This design comes from an exercise in tuning for small area and a short achievable clock period on the open sky130 flow, not from production work. Only simulation tests tie the RTL to the original design; equivalence was not proved.

==> flow/design.v (outline; a module is shown in full before it is edited, if it fits) <==
// module layer_blend: 1493 lines
// module lb_rows_and_n: 272 lines
// module lb_rows_mux_p: 272 lines
// module lb_rows_mux_n: 272 lines
// module lb_fa: 4 lines
// module lb_ha: 4 lines
// module lb_han: 4 lines
// module lb_mx: 3 lines
// module lb_a21o: 3 lines
// module lb_and2: 3 lines
// module lb_or2: 3 lines
// module lb_maj: 3 lines
// module lb_a21oi: 3 lines
// module lb_o21ai: 3 lines
// module lb_nand2: 3 lines
// module lb_nor2: 3 lines
// module lb_inv: 3 lines
// module lb_xor2: 3 lines
// module lb_xnor2: 3 lines
// module lb_nd: 3 lines
module layer_blend #(
    parameter logic [23:0] BG_RGB    = 24'h000000,
    parameter logic        SYNC_IDLE = 1'b1
) (
    input  logic        clk,
    input  logic        rst,
    input  logic [31:0] color_rgba_top,
    input  logic [31:0] color_rgba_mid,
    input  logic [31:0] color_rgba_bot,
    input  logic        bright_in,
    input  logic        hsync_in,
    input  logic        vsync_in,
    output logic [23:0] rgb_out,
    output logic        bright_out,
    output logic        hsync_out,
    output logic        vsync_out
);
  // ...
==> flow/flow/run.sh <==
#!/bin/bash
set -euo pipefail
extra=()
if [[ -f flow/make.args ]]; then
  while IFS= read -r line; do [[ -n "$line" ]] && extra+=("$line"); done < flow/make.args
fi
bash standard.sh SYNTH_CANONICALIZE_TCL="$PWD/flow/leafmap.tcl" "${extra[@]}" finish > make.log 2>&1
==> flow/flow/leafmap.tcl <==
# Replace the design's leaf modules (full adders, inverted mux bits) by their cells.
techmap -map [file dirname [info script]]/leafmap.v
hierarchy -check -top $::env(DESIGN_NAME)
==> flow/flow/leafmap.v <==
// Map the design's leaf modules one-to-one onto sky130hd cells.
module lb_fa (input wire a, input wire b, input wire c, output wire s, output wire co);
    sky130_fd_sc_hd__fa_1 _TECHMAP_REPLACE_ (.A(a), .B(b), .CIN(c), .SUM(s), .COUT(co));
endmodule

module lb_ha (input wire a, input wire b, output wire s, output wire co);
    sky130_fd_sc_hd__ha_1 _TECHMAP_REPLACE_ (.A(a), .B(b), .SUM(s), .COUT(co));
endmodule

module lb_han (input wire a, input wire b, output wire s, output wire co);
    sky130_fd_sc_hd__xnor2_1 x (.A(a), .B(b), .Y(s));
    sky130_fd_sc_hd__or2_1 o (.A(a), .B(b), .X(co));
endmodule

module lb_mx (input wire sn, input wire f, input wire s, input wire b, output wire y);
    sky130_fd_sc_hd__o22ai_1 _TECHMAP_REPLACE_ (.A1(sn), .A2(f), .B1(s), .B2(b), .Y(y));
endmodule

module lb_nd (input wire a, input wire b, output wire y);
    sky130_fd_sc_hd__nand2_1 _TECHMAP_REPLACE_ (.A(a), .B(b), .Y(y));
endmodule

module lb_a21oi (input wire a1, input wire a2, input wire b1, output wire y);
    sky130_fd_sc_hd__a21oi_1 _TECHMAP_REPLACE_ (.A1(a1), .A2(a2), .B1(b1), .Y(y));
endmodule

module lb_o21ai (input wire a1, input wire a2, input wire b1, output wire y);
    sky130_fd_sc_hd__o21ai_0 _TECHMAP_REPLACE_ (.A1(a1), .A2(a2), .B1(b1), .Y(y));
endmodule

module lb_nand2 (input wire a, input wire b, output wire y);
    sky130_fd_sc_hd__nand2_1 _TECHMAP_REPLACE_ (.A(a), .B(b), .Y(y));
endmodule

module lb_nor2 (input wire a, input wire b, output wire y);
    sky130_fd_sc_hd__nor2_1 _TECHMAP_REPLACE_ (.A(a), .B(b), .Y(y));
endmodule

module lb_inv (input wire a, output wire y);
    sky130_fd_sc_hd__inv_1 _TECHMAP_REPLACE_ (.A(a), .Y(y));
endmodule

module lb_xor2 (input wire a, input wire b, output wire y);
    sky130_fd_sc_hd__xor2_1 _TECHMAP_REPLACE_ (.A(a), .B(b), .X(y));
endmodule

module lb_xnor2 (input wire a, input wire b, output wire y);
    sky130_fd_sc_hd__xnor2_1 _TECHMAP_REPLACE_ (.A(a), .B(b), .Y(y));
endmodule

module lb_maj (input wire a, input wire b, input wire c, output wire y);
    sky130_fd_sc_hd__maj3_1 _TECHMAP_REPLACE_ (.A(a), .B(b), .C(c), .X(y));
endmodule

module lb_and2 (input wire a, input wire b, output wire y);
    sky130_fd_sc_hd__and2_1 _TECHMAP_REPLACE_ (.A(a), .B(b), .X(y));
endmodule

module lb_or2 (input wire a, input wire b, output wire y);
    sky130_fd_sc_hd__or2_1 _TECHMAP_REPLACE_ (.A(a), .B(b), .X(y));
endmodule

module lb_a21o (input wire a1, input wire a2, input wire b1, output wire y);
    sky130_fd_sc_hd__a21o_1 _TECHMAP_REPLACE_ (.A1(a1), .A2(a2), .B1(b1), .X(y));
endmodule
==> flow/flow/make.args <==
BUFFER_PORTS_ARGS=-buffer_cell sky130_fd_sc_hd__buf_1
==> flow/standard.sh <==
#!/bin/bash
# synth_recipe.tcl (not shown) runs the flow's synth.tcl, then flattens the netlist and writes it again
# the make line also repeats each setting of config.mk as NAME=value (left out here)
make -C /OpenROAD-flow-scripts/flow DESIGN_CONFIG=/design/flow/config.mk WORK_HOME=/design/flow/orfs CLKGATE_MAP_FILE= SYNTH_SCRIPT=/design/flow/synth_recipe.tcl "${@:-finish}"
==> flow/config.mk <==
export PLATFORM = sky130hd
export DESIGN_NAME = layer_blend
export DESIGN_NICKNAME = layer_blend
export VERILOG_FILES = /design/flow/design.v
export SDC_FILE = /design/flow/constraint.sdc
export NUM_CORES = 4
export LEC_CHECK = 0
export CAP_MARGIN = 20
export CORE_MARGIN = 2
export CORE_UTILIZATION = 60
export CTS_BUF_LIST = sky130_fd_sc_hd__clkbuf_8
export CTS_CLUSTER_DIAMETER = 60
export CTS_CLUSTER_SIZE = 20
export SETUP_SLACK_MARGIN = 4.2
export SLEW_MARGIN = 20
==> flow/constraint.sdc <==
create_clock -name core_clock -period 8.0 [get_ports {clk}]
set_input_delay 1.6000 -clock core_clock [delete_from_list [all_inputs] [get_ports {clk}]]
set_output_delay 1.6000 -clock core_clock [all_outputs]
set_load 0.01 [all_outputs]
==> impl_results.md, run 1 <==
* Worst-Margin Slew at roughly 1.1 ns
* Estimated wirelength of the detail-placed design at just over 40000 um
* GP Congestion at around 0.94
* Result of the run: complete, no violations
* Multiplexer area fraction after synthesis at 0%
* Critical path, cell by cell: or2_1, a21oi_2, o21ai_4, buf_4, a21oi_2, xor2_1, and2_2, clkbuf_2
* Starting DRC count in detailed routing at ~1800
* Critical path capture point type: output port
* Non-filler instance count after layout at between 2000 and 3000
* Largest contributor to cell area by class: multi-input gates
* Routed vias/inst at 6.133
* Global routing met3 resource utilization at 5.531%
* Worst Path Class, Setup: register to output port
* Post-synth top area cell: fa_1
* Adder-cell share of the synthesized area at approximately 36%
* Number of global-route vias before repair at approximately 18000
* Worst-path cell with the longest stage delay: dfxtp_2
* Multi-input logic cell count at between 1500 and 2000
* Data arrival at the endpoint of the critical path at around 2.2 ns
* Worst setup path startpoint: s3_k_n_r[9]
* Endpoints failing setup at 0
* Most instantiated library cell after synthesis: o22ai_1
* Sequential portion of the cell area at between 20% and 30%
* Clk tree area frac at 2.754%
* Remaining antenna violation count at 0
* Largest stage delay on the critical path at ~0.33 ns
* Biggest fanout along the worst timing path at 6
* Met1 Usage GRT at around two fifths
* YS warnings at 1
* Final setup margin at around 4.2 ns
* RSZ-0062 raised after global routing: true
* Routed wl met3 at ~5300 um
==> inputs of run 2 (changes only) <==
--- a/flow/config.mk
+++ b/flow/config.mk
@@ -13,3 +13,3 @@
 export CTS_CLUSTER_SIZE = 20
-export SETUP_SLACK_MARGIN = 4.2
+export SETUP_SLACK_MARGIN = 4.0
 export SLEW_MARGIN = 20
==> run 2 against run 1 <==
  * First-iteration DRC count down 9.8%
  * Routed wire length down 2.3%
  * Non-clock buffer count down 52
  * Synthesized area unchanged
  * Die area unchanged
  * Highest routed layer unchanged
  * Flip-flop and latch count unchanged
  * Still clean
  * Critical path depth unchanged
  * Maximum frequency down 2.0%
  * Worst setup slack worse by 0.077 ns
==> impl_results.md, run 2 <==
* First-pass GRT wire length at 90210 um
* Register bit total from synthesis at roughly 280
* Total length of routed wires at 54850 um
* Cell count after placement at about 2900
* Path category of the worst min-delay check: register to register
* Biggest fanout along the worst timing path at 4 (-2)
* Most frequent standard cell in the layout excluding fill and tap cells: o22ai_1
* Hold Path Origin: top_d1_r[1]
* Total congestion overflow at 0
* Largest cells by area after synthesis: fa_1 (35%), dfxtp_1 (25%), o22ai_1 (11%), nand2_1 (6.2%), xor2_1 (3.9%)
* Commonest cells post-synth: o22ai_1 (384), fa_1 (378), nand2_1 (357)
* Clk Tree Root Cell: clkbuf_8
* Main synth FF type: dfxtp_1
* YS warnings at 1 (unchanged)
* Crit path required time at roughly 6.4 ns
* CP startpoint kind: register
* Critical path capture point type: output port
* Setup Total Neg Slack at 0 ns
* Estimated wirelength of the detail-placed design at 41450 um (unchanged)
* Cell depth of the worst flop-to-flop path at 11
* Overall Global Routing Usage at between 20% and 30%
* Nets at approximately 3000
* Max-cap check violation count at 0
* Result of the run: complete, no violations
* Number of antenna cells inserted at 0
* Buffer depth of the longest clock path at 3
* Hold Path Depth at 0
* Worst Path Class, Setup: register to output port
* Headroom to the max-slew limit at 29.42%
* Non-filler instance count after layout at 2930 (-1.8%)
* Post-route DRC at 0
* Endpoints failing setup at 0 (unchanged)
* Remaining antenna violation count at 0 (unchanged)
* Routed vias/inst at 6.146 (+0.22%)
* Horizontal die dimension at between 150 and 200 um
* Finished Core Util at approximately two thirds
* Mean instance size in the synthesized netlist at 9.626 um2
* Final critical delay including setup and external delays at around 3.9 ns
* Area fraction of the dominant cell type after synthesis at between 30% and 40%
* TritonCTS Buffers at 26
* Top library cells by usage in the layout, fill and taps aside: o22ai_1 (384), fa_1 (378), nand2_1 (357)
* Post-synth top area cell: fa_1
* Via count at 18009
* Most instantiated library cell after synthesis: o22ai_1
* Share of layout cells above drive strength 1 at under 10%
* Clock-pin slew on the worst setup and hold paths at 0.11 ns
* Highest clock rate at about 260 MHz
* Startpoint of the worst-slack reg-to-reg timing path: s2_hx_r[8]
* Total Die Area at ~0.038 mm2
* Post-synth net total at ~2800
* Netlist area before placement at between 0.02 and 0.025 mm2
* Sequential-to-total area share from yosys stat at ~25%
* Initial antenna violation count at 0
* Pin count of the biggest net entering global routing at 26
* I/O Buffers at between 100 and 150
* R2r setup slk at about 4.2 ns
* Final-report max-slew violation count at 0
* Area of the placeable core at 0.03557 mm2
* Async set or reset register ratio after synthesis at 0%
* Final hold viol count at 0
* Per-cell routed wire length at between 15 and 20 um
* Number of global-route vias before repair at 18295 (-0.51%)
* Clock network latency to the later pin of the worst-skew pair at roughly 0.63 ns
* Cell area after layout at 0.02399 mm2
* TritonCTS clock tree: built
* Endpoint, Worst Hold: top_d2_r[1]
* Number of placed I/O pins at 128
* Worst clock skew at 0.04256 ns
* Number of hold buffers added after CTS at 0
* Clock tree sinks at between 200 and 300
* Data arrival at the endpoint of the critical path at 2.26 ns (+0.08 ns)
* Reg-to-reg endpoint: s3_hy_n_r[8]
* RSZ-0062 raised after global routing: false
* Regs by FF count: top_d1_r x32, top_d2_r x32, mid_rgb_n_r x24
* Number of optimization iterations in the first detailed-route pass at 8
* Worst-Margin Slew at 1.058 ns (+0.001245 ns)
* Layout-stage area growth over the synthesis result at 10.63%
* Standard cell area after detailed placement at 0.02292 mm2
* Die Y at about 190 um
* GP Congestion at 0.9381 (unchanged)
* Unique cell type count in the Yosys netlist at 18
* Number of rows created at floorplan at between 60 and 70
* H-tree levels at 1
* Gate Count Post-Synth at between 2000 and 2500
* Initial core utilization at between 60% and 70%
* Starting DRC count in detailed routing at 1602 (-9.8%)
* Fraction of the cycle the final worst path needs at 48.24%
* Number of enable-type register cells in the synthesized netlist at 0
## run 2: final cells by class
type / count / area [um2]
inverters: 109 / 409.1
well taps: 461 / 576.8
fillers: 2935 / 11570
clock inverters: 20 / 307.8
repair buffers: 171 / 809.5
clock buffers: 27 / 371.6
multi-input cells: 1866 / 15990
flip-flops and latches: 276 / 5525
## run 2: metal layers
layer,wire (um),global-route usage [%],vias to the layer above
met5,0,0,-
met4,1959,10.63,0
met3,4906,5.427,200
met2,26140,48.98,977
met1,21840,38.26,8665
li1,-,-,8167
## run 2: stage by stage
step	setup slack [ns]	hold WS [ns]
floorplan	4.337	0.3096
global placement	3.345	0.3102
detailed placement	3.485	0.3132
CTS	4.007	0.3386
global route	3.993	0.3451
finish	4.141	0.3339
## run 2: how the worst max path moves through the flow
stage | slack [ns] | to | startpoint
2_1_floorplan | 4.34 | s2_hy_r[0] | s1_k_n_r[4]
3_3_place_gp | 3.34 | s1_hy_n_r[8] | color_rgba_bot[4]
3_5_place_dp | 3.49 | s1_hy_n_r[8] | color_rgba_bot[7]
4_1_cts | 4.01 | s2_k_r[5] | s1_k_n_r[9]
5_1_grt | 3.99 | s2_k_r[5] | s1_k_n_r[9]
6_report | 4.14 | rgb_out[13] | s3_k_n_r[8]
## run 2: cells by family (layout without fill, tap and decap cells)
| group | after synthesis | count (layout) | share of synthesized area (%) |
|---|---|---|---|
| xor gates and xnor gates | 168 | 168 | 6.784 |
| AOI/OAI and AO/OA | 636 | 636 | 17.00 |
| DFF | 276 | 276 | 25.48 |
| adders and majority gates | 399 | 399 | 36.10 |
| and+or+nand+nor | 663 | 663 | 12.65 |
| buffers and inverters | 111 | 327 | 1.990 |
## run 2: what timing repair did
item	in CTS	in global routing
pin swaps	0	6
endpoints found under the setup margin	66	76
setup buffers	0	17
gates resized for setup	17	34
## run 2: critical path, stage by stage, from the launching register on
cell	delay [ns]
dfxtp_1	0.32
or2_1	0.22
a21oi_1	0.17
o21ai_2	0.11
buf_4	0.15
a21oi_1	0.23
xor2_1	0.15
and2_2	0.14
buf_1	0.14

separate check: timing with driven ports:
The results above use ideal ports. As a check the final layouts listed here were re-extracted and re-timed, cells and wires unchanged. Step 1 (the two cells are an assumption about what drives the block):
set clk [get_ports {clk}]
set_driving_cell -lib_cell sky130_fd_sc_hd__clkbuf_16 $clk
set_driving_cell -lib_cell sky130_fd_sc_hd__buf_2 [delete_from_list [all_inputs] $clk]
Step 2 adds t to the input delays and takes it off the output delays; t is the mean of the earliest and latest rising clock arrival at the registers after step 1. Input paths then give back, and output paths get back, about the clock's delay inside the block. Slacks: ideal / step 1 / step 2; pairs: ideal / step 1.
run	t (ns)	slack for setup (ns)	hold WS [ns]	worst setup path at the end
run 1	0.664	4.218 / 4.165 / 3.805	0.333 / 0.333 / 0.333	input to register
run 2	0.660	4.141 / 4.088 / 3.806	0.334 / 0.334 / 0.334	input to register
After both steps setup and hold are still met in every run listed. The setup slack of run 1, which loses most, moves by -0.053 ns with the drivers and by -0.413 ns with both steps.
